From an optimization exercise on the open Yosys and OpenROAD flow, aimed at small area; shortcuts taken in it are not production practice. Only simulation tests tie the RTL to the original design; equivalence was not proved.

Setup of lane 1:
==> module minilab_top, before the edit <==
module minilab_top (
  input  logic        CLOCK_50,
  input  logic        KEY,
  input  logic [9:0]  SW,
  output logic        LEDR,
  output logic [6:0]  HEX0,
  output logic [6:0]  HEX1,
  output logic [6:0]  HEX2,
  output logic [6:0]  HEX3,
  output logic [6:0]  HEX4,
  output logic [6:0]  HEX5,
  output logic        mem_read,
  output logic [31:0] mem_address,
  input  logic [63:0] mem_readdata,
  input  logic        mem_readdatavalid,
  input  logic        mem_waitrequest
);
  localparam int RW = 19;
  logic       pass;       
  logic       is_b;       
  logic [2:0] row;        
  logic       req;        
  logic       wait_rsp;   
  logic [2:0] j;          
  logic       done;
  logic capture;
  assign capture = wait_rsp && mem_readdatavalid;
  always_ff @(posedge CLOCK_50 or negedge KEY) begin
    if (!KEY) begin
      pass     <= 1'b0;
      is_b     <= 1'b1;
      row      <= 3'd0;
      req      <= 1'b0;
      wait_rsp <= 1'b0;
      j        <= 3'd0;
      done     <= 1'b0;
    end else begin
      if (capture) begin
        wait_rsp <= 1'b0;
        if (is_b) begin
          is_b <= 1'b0;
        end else begin
          j <= 3'd1;
        end
      end
      if (mem_read && !mem_waitrequest) begin
        req      <= 1'b0;
        wait_rsp <= 1'b1;
      end else if (mem_read) begin
        req      <= 1'b1;
      end
      if (j != 3'd0) j <= j + 3'd1;
      if (j == 3'd7) begin
        row <= row + 3'd1;
        if (row == 3'd7) begin
          if (pass) begin
            is_b <= 1'b1;
          end else begin
            pass <= 1'b1;
            is_b <= 1'b1;
          end
        end
      end
      if (pass && is_b && !req && !wait_rsp) done <= 1'b1;
      if (!req && !wait_rsp && is_b && !pass && j == 3'd0) req <= 1'b1;
    end
  end
  logic early;
  assign early       = (j == 3'd7) && !(pass && row == 3'd7);
  assign mem_read    = req || early || (capture && is_b);
  assign mem_address = early ? ((row == 3'd7) ? 32'd0 : {28'd0, 1'b0, row} + 32'd2)
                             : ((is_b && !capture) ? 32'd0 : {28'd0, 1'b0, row} + 32'd1);
  assign LEDR        = done;
  logic [31:0] h;
  assign h = pass ? mem_readdata[31:0] : mem_readdata[63:32];
  logic [31:0] b_q;
  always_ff @(posedge CLOCK_50) begin
    if (capture && is_b) b_q <= h;
  end
  logic [3:0] a_q [7];
  always_ff @(posedge CLOCK_50) begin
    for (int m = 0; m < 6; m++) begin
      if (j == 3'd0) a_q[m] <= h[27-4*m -: 4];
      else           a_q[m] <= a_q[m+1];
    end
    a_q[6] <= h[3:0];
  end
  logic [3:0] op_a;
  logic [7:0] op_b;
  logic       hi;
  assign op_a = (j == 3'd0) ? h[31:28] : a_q[0];
  assign op_b = b_q[31 - 8*j[2:1] -: 8];
  assign hi   = !j[0];
  logic [RW-1:0] res [8];
  logic [2:0]    sel_idx;
  logic [RW-1:0] sel;
  logic [RW-1:0] base;
  logic [RW-1:0] sum;
  logic [11:0]   prod;
  logic [15:0]   addend;
  logic [11:0]   p_q;
  logic          hi_q;
  logic          we_q;
  logic          zero_q;
  logic [2:0]    row_q;
  assign prod = op_a * op_b;
  always_ff @(posedge CLOCK_50) begin
    p_q    <= prod;
    hi_q   <= hi;
    we_q   <= (capture && !is_b) || (j != 3'd0);
    zero_q <= !pass && j == 3'd0;
    row_q  <= row;
  end
  assign sel_idx = done ? SW[3:1] : row_q;
  always_comb begin
    sel = '0;
    for (int i = 0; i < 8; i++) begin
      if (sel_idx == 3'(i)) sel = sel | res[i];
    end
  end
  assign base    = zero_q ? '0 : sel;
  assign addend  = hi_q ? {p_q, 4'd0} : {4'd0, p_q};
  assign sum     = base + RW'(addend);
  always_ff @(posedge CLOCK_50) begin
    for (int i = 0; i < 8; i++) begin
      if (we_q && row_q == 3'(i)) res[i] <= sum;
    end
  end
  function automatic logic [6:0] seg_of(input logic [3:0] nib);
    case (nib)
      4'h0:    seg_of = 7'b1000000;
      4'h1:    seg_of = 7'b1111001;
      4'h2:    seg_of = 7'b0100100;
      4'h3:    seg_of = 7'b0110000;
      4'h4:    seg_of = 7'b0011001;
      4'h5:    seg_of = 7'b0010010;
      4'h6:    seg_of = 7'b0000010;
      4'h7:    seg_of = 7'b1111000;
      4'h8:    seg_of = 7'b0000000;
      4'h9:    seg_of = 7'b0011000;
      4'ha:    seg_of = 7'b0001000;
      4'hb:    seg_of = 7'b0000011;
      4'hc:    seg_of = 7'b1000110;
      4'hd:    seg_of = 7'b0100001;
      4'he:    seg_of = 7'b0000110;
      default: seg_of = 7'b0001110;
    endcase
  endfunction
  logic        show;
  logic [23:0] shown;
  assign show  = done && SW[0];
  assign shown = {5'd0, sel};
  assign HEX0 = show ? seg_of(shown[3:0])   : 7'b1111111;
  assign HEX1 = show ? seg_of(shown[7:4])   : 7'b1111111;
  assign HEX2 = show ? seg_of(shown[11:8])  : 7'b1111111;
  assign HEX3 = show ? seg_of(shown[15:12]) : 7'b1111111;
  assign HEX4 = show ? seg_of(shown[19:16]) : 7'b1111111;
  assign HEX5 = show ? seg_of(shown[23:20]) : 7'b1111111;
endmodule
clock: 8.0 ns
lec_check: 0
cap_margin: 20
core_margin: 2
core_utilization: 40
gpl_timing_driven: 0
slew_margin: 20
standard.sh (not shown) runs the stock make flow with config.mk's settings and CLKGATE_MAP_FILE= SYNTH_SCRIPT=/design/flow/synth_recipe.tcl, a recipe that flattens the netlist after the stock synthesis.
==> flow/flow/run.sh <==
#!/bin/bash
# Layout flow: the standard flow (standard.sh) with these changes:
#  - synthesis maps logic with an area-oriented ABC script (flow/area.abc),
#    without ORFS's half/full-adder extraction, Kogge-Stone adder map or pass-through output
#    buffers (flow/my_synth.tcl); registers are mapped
#    exactly as in the standard synthesis;
#  - port buffers use the smallest buffer cell;
#  - clock tree: clkbuf_8 leaf clusters, no dummy loads.
# Each tool's output goes to flow_run.log (make) and ORFS's own logs.
set -euo pipefail
HERE=$(pwd)
sed "s|SYNTH_SCRIPT=[^ ]*|SYNTH_SCRIPT=$HERE/flow/my_synth.tcl|" standard.sh > my_standard.sh
export BUFFER_PORTS_ARGS="-buffer_cell sky130_fd_sc_hd__buf_1"
export CTS_ARGS="-sink_clustering_enable -repair_clock_nets -dont_use_dummy_load -buf_list sky130_fd_sc_hd__clkbuf_8 -sink_clustering_size 16 -sink_clustering_max_diameter 60"
export MY_ABC_SCRIPT=$HERE/flow/area.abc
bash my_standard.sh ADDER_MAP_FILE= SYNTH_OPERATIONS_ARGS=-noshare SYNTH_INSBUF=0 finish > flow_run.log 2>&1
==> flow/flow/area.abc <==
strash
&get -n
&fraig -x
&put
dc2
strash
dch -f
amap -m
==> flow/flow/my_synth.tcl <==
# synth_recipe.tcl with an area-oriented ABC mapping: the default yosys ABC
# script in place of ORFS's speed script. Everything else (front end,
# register mapping, flatten and renames) is the same as the standard flow's.
proc synth {args} { yosys synth -nofsm -noshare {*}$args }
proc abc {args} {
  set keep {}
  set i 0
  while {$i < [llength $args]} {
    set a [lindex $args $i]
    if {$a eq "-script" || $a eq "-constr" || $a eq "-D"} {
      incr i 2
      continue
    }
    lappend keep $a
    incr i
  }
  if {[info exists ::env(MY_ABC_D)] && $::env(MY_ABC_D) ne ""} {
    lappend keep -D $::env(MY_ABC_D)
  }
  if {[info exists ::env(MY_ABC_SCRIPT)] && $::env(MY_ABC_SCRIPT) ne ""} {
    lappend keep -script $::env(MY_ABC_SCRIPT)
  }
  yosys abc {*}$keep
}
source $::env(SCRIPTS_DIR)/synth.tcl
# left out here: clear keep_hierarchy, flatten, clean up, hide names made inside functions, write 1_2_yosys.v
No stage failed in lane 1, and the final checks on the layout all came back clean.
The inputs of lane 2 differ from those of lane 1 as listed below.
diff --git a/flow/design.v b/flow/design.v
--- a/flow/design.v
+++ b/flow/design.v
@@ -37,17 +37,16 @@
       done     <= 1'b0;
     end else begin
+      if (req && !mem_waitrequest) begin
+        req      <= 1'b0;
+        wait_rsp <= 1'b1;
+      end
       if (capture) begin
         wait_rsp <= 1'b0;
         if (is_b) begin
           is_b <= 1'b0;
+          req  <= 1'b1;
         end else begin
           j <= 3'd1;
         end
-      end
-      if (mem_read && !mem_waitrequest) begin
-        req      <= 1'b0;
-        wait_rsp <= 1'b1;
-      end else if (mem_read) begin
-        req      <= 1'b1;
       end
       if (j != 3'd0) j <= j + 3'd1;
@@ -60,5 +59,8 @@
             pass <= 1'b1;
             is_b <= 1'b1;
+            req  <= 1'b1;
           end
+        end else begin
+          req <= 1'b1;
         end
       end
@@ -67,9 +69,6 @@
     end
   end
-  logic early;
-  assign early       = (j == 3'd7) && !(pass && row == 3'd7);
-  assign mem_read    = req || early || (capture && is_b);
-  assign mem_address = early ? ((row == 3'd7) ? 32'd0 : {28'd0, 1'b0, row} + 32'd2)
-                             : ((is_b && !capture) ? 32'd0 : {28'd0, 1'b0, row} + 32'd1);
+  assign mem_read    = req;
+  assign mem_address = is_b ? 32'd0 : {28'd0, 1'b0, row} + 32'd1;
   assign LEDR        = done;
   logic [31:0] h;
@@ -114,10 +113,5 @@
   end
   assign sel_idx = done ? SW[3:1] : row_q;
-  always_comb begin
-    sel = '0;
-    for (int i = 0; i < 8; i++) begin
-      if (sel_idx == 3'(i)) sel = sel | res[i];
-    end
-  end
+  assign sel     = res[sel_idx];
   assign base    = zero_q ? '0 : sel;
   assign addend  = hi_q ? {p_q, 4'd0} : {4'd0, p_q};
[summary]
In the reports for lane 1 and lane 2, the larger first-iteration DRC count belongs to lane 1. There was hardly any difference in initial core utilization between lane 1 and lane 2. Lane 2 ended up with a lower synthesized area than lane 1 did. [compare] base=lane 1 new=lane 2: worst setup slack after layout +370 ps; buffering stage count on the worst path with inverters included went down by 1; routed via count divided by cell count went up about 0.4%; number of filler cells placed in the layout decreased by 1.1% relative to the old numbers; worst hold margin increased by 19 ps relative to the old numbers. Reported for lane 1 and lane 2, final sequential cell count turned out identical to the last digit.

[what the ideal ports hide]
The flow's constraints put no driver on any port. The routed layouts listed below were extracted and timed again, unchanged, in two steps. Step 1: set_driving_cell puts a clkbuf_16 on CLOCK_50 and a buf_2 on each other input, an assumption about the parent block. Step 2, shift: input delay + t, output delay - t, t = (earliest + latest rising clock arrival at the registers) / 2. This alone moves slack from input paths to output paths. Slacks: ideal ports / drivers / drivers and shift; pairs: ideal ports / drivers.
| run | shift t [ns] | setup slack, ns | worst setup path after step 2 |
|---|---|---|---|
| lane 1 | 0.546 | 0.669 / 0.688 / 0.142 | input to register |
| lane 2 | 0.535 | 1.043 / 1.065 / 0.530 | input to register |
After both steps setup and hold are still met in every run listed. The setup slack of lane 1, which loses most, moves by +0.019 ns with the drivers and by -0.527 ns with both steps.
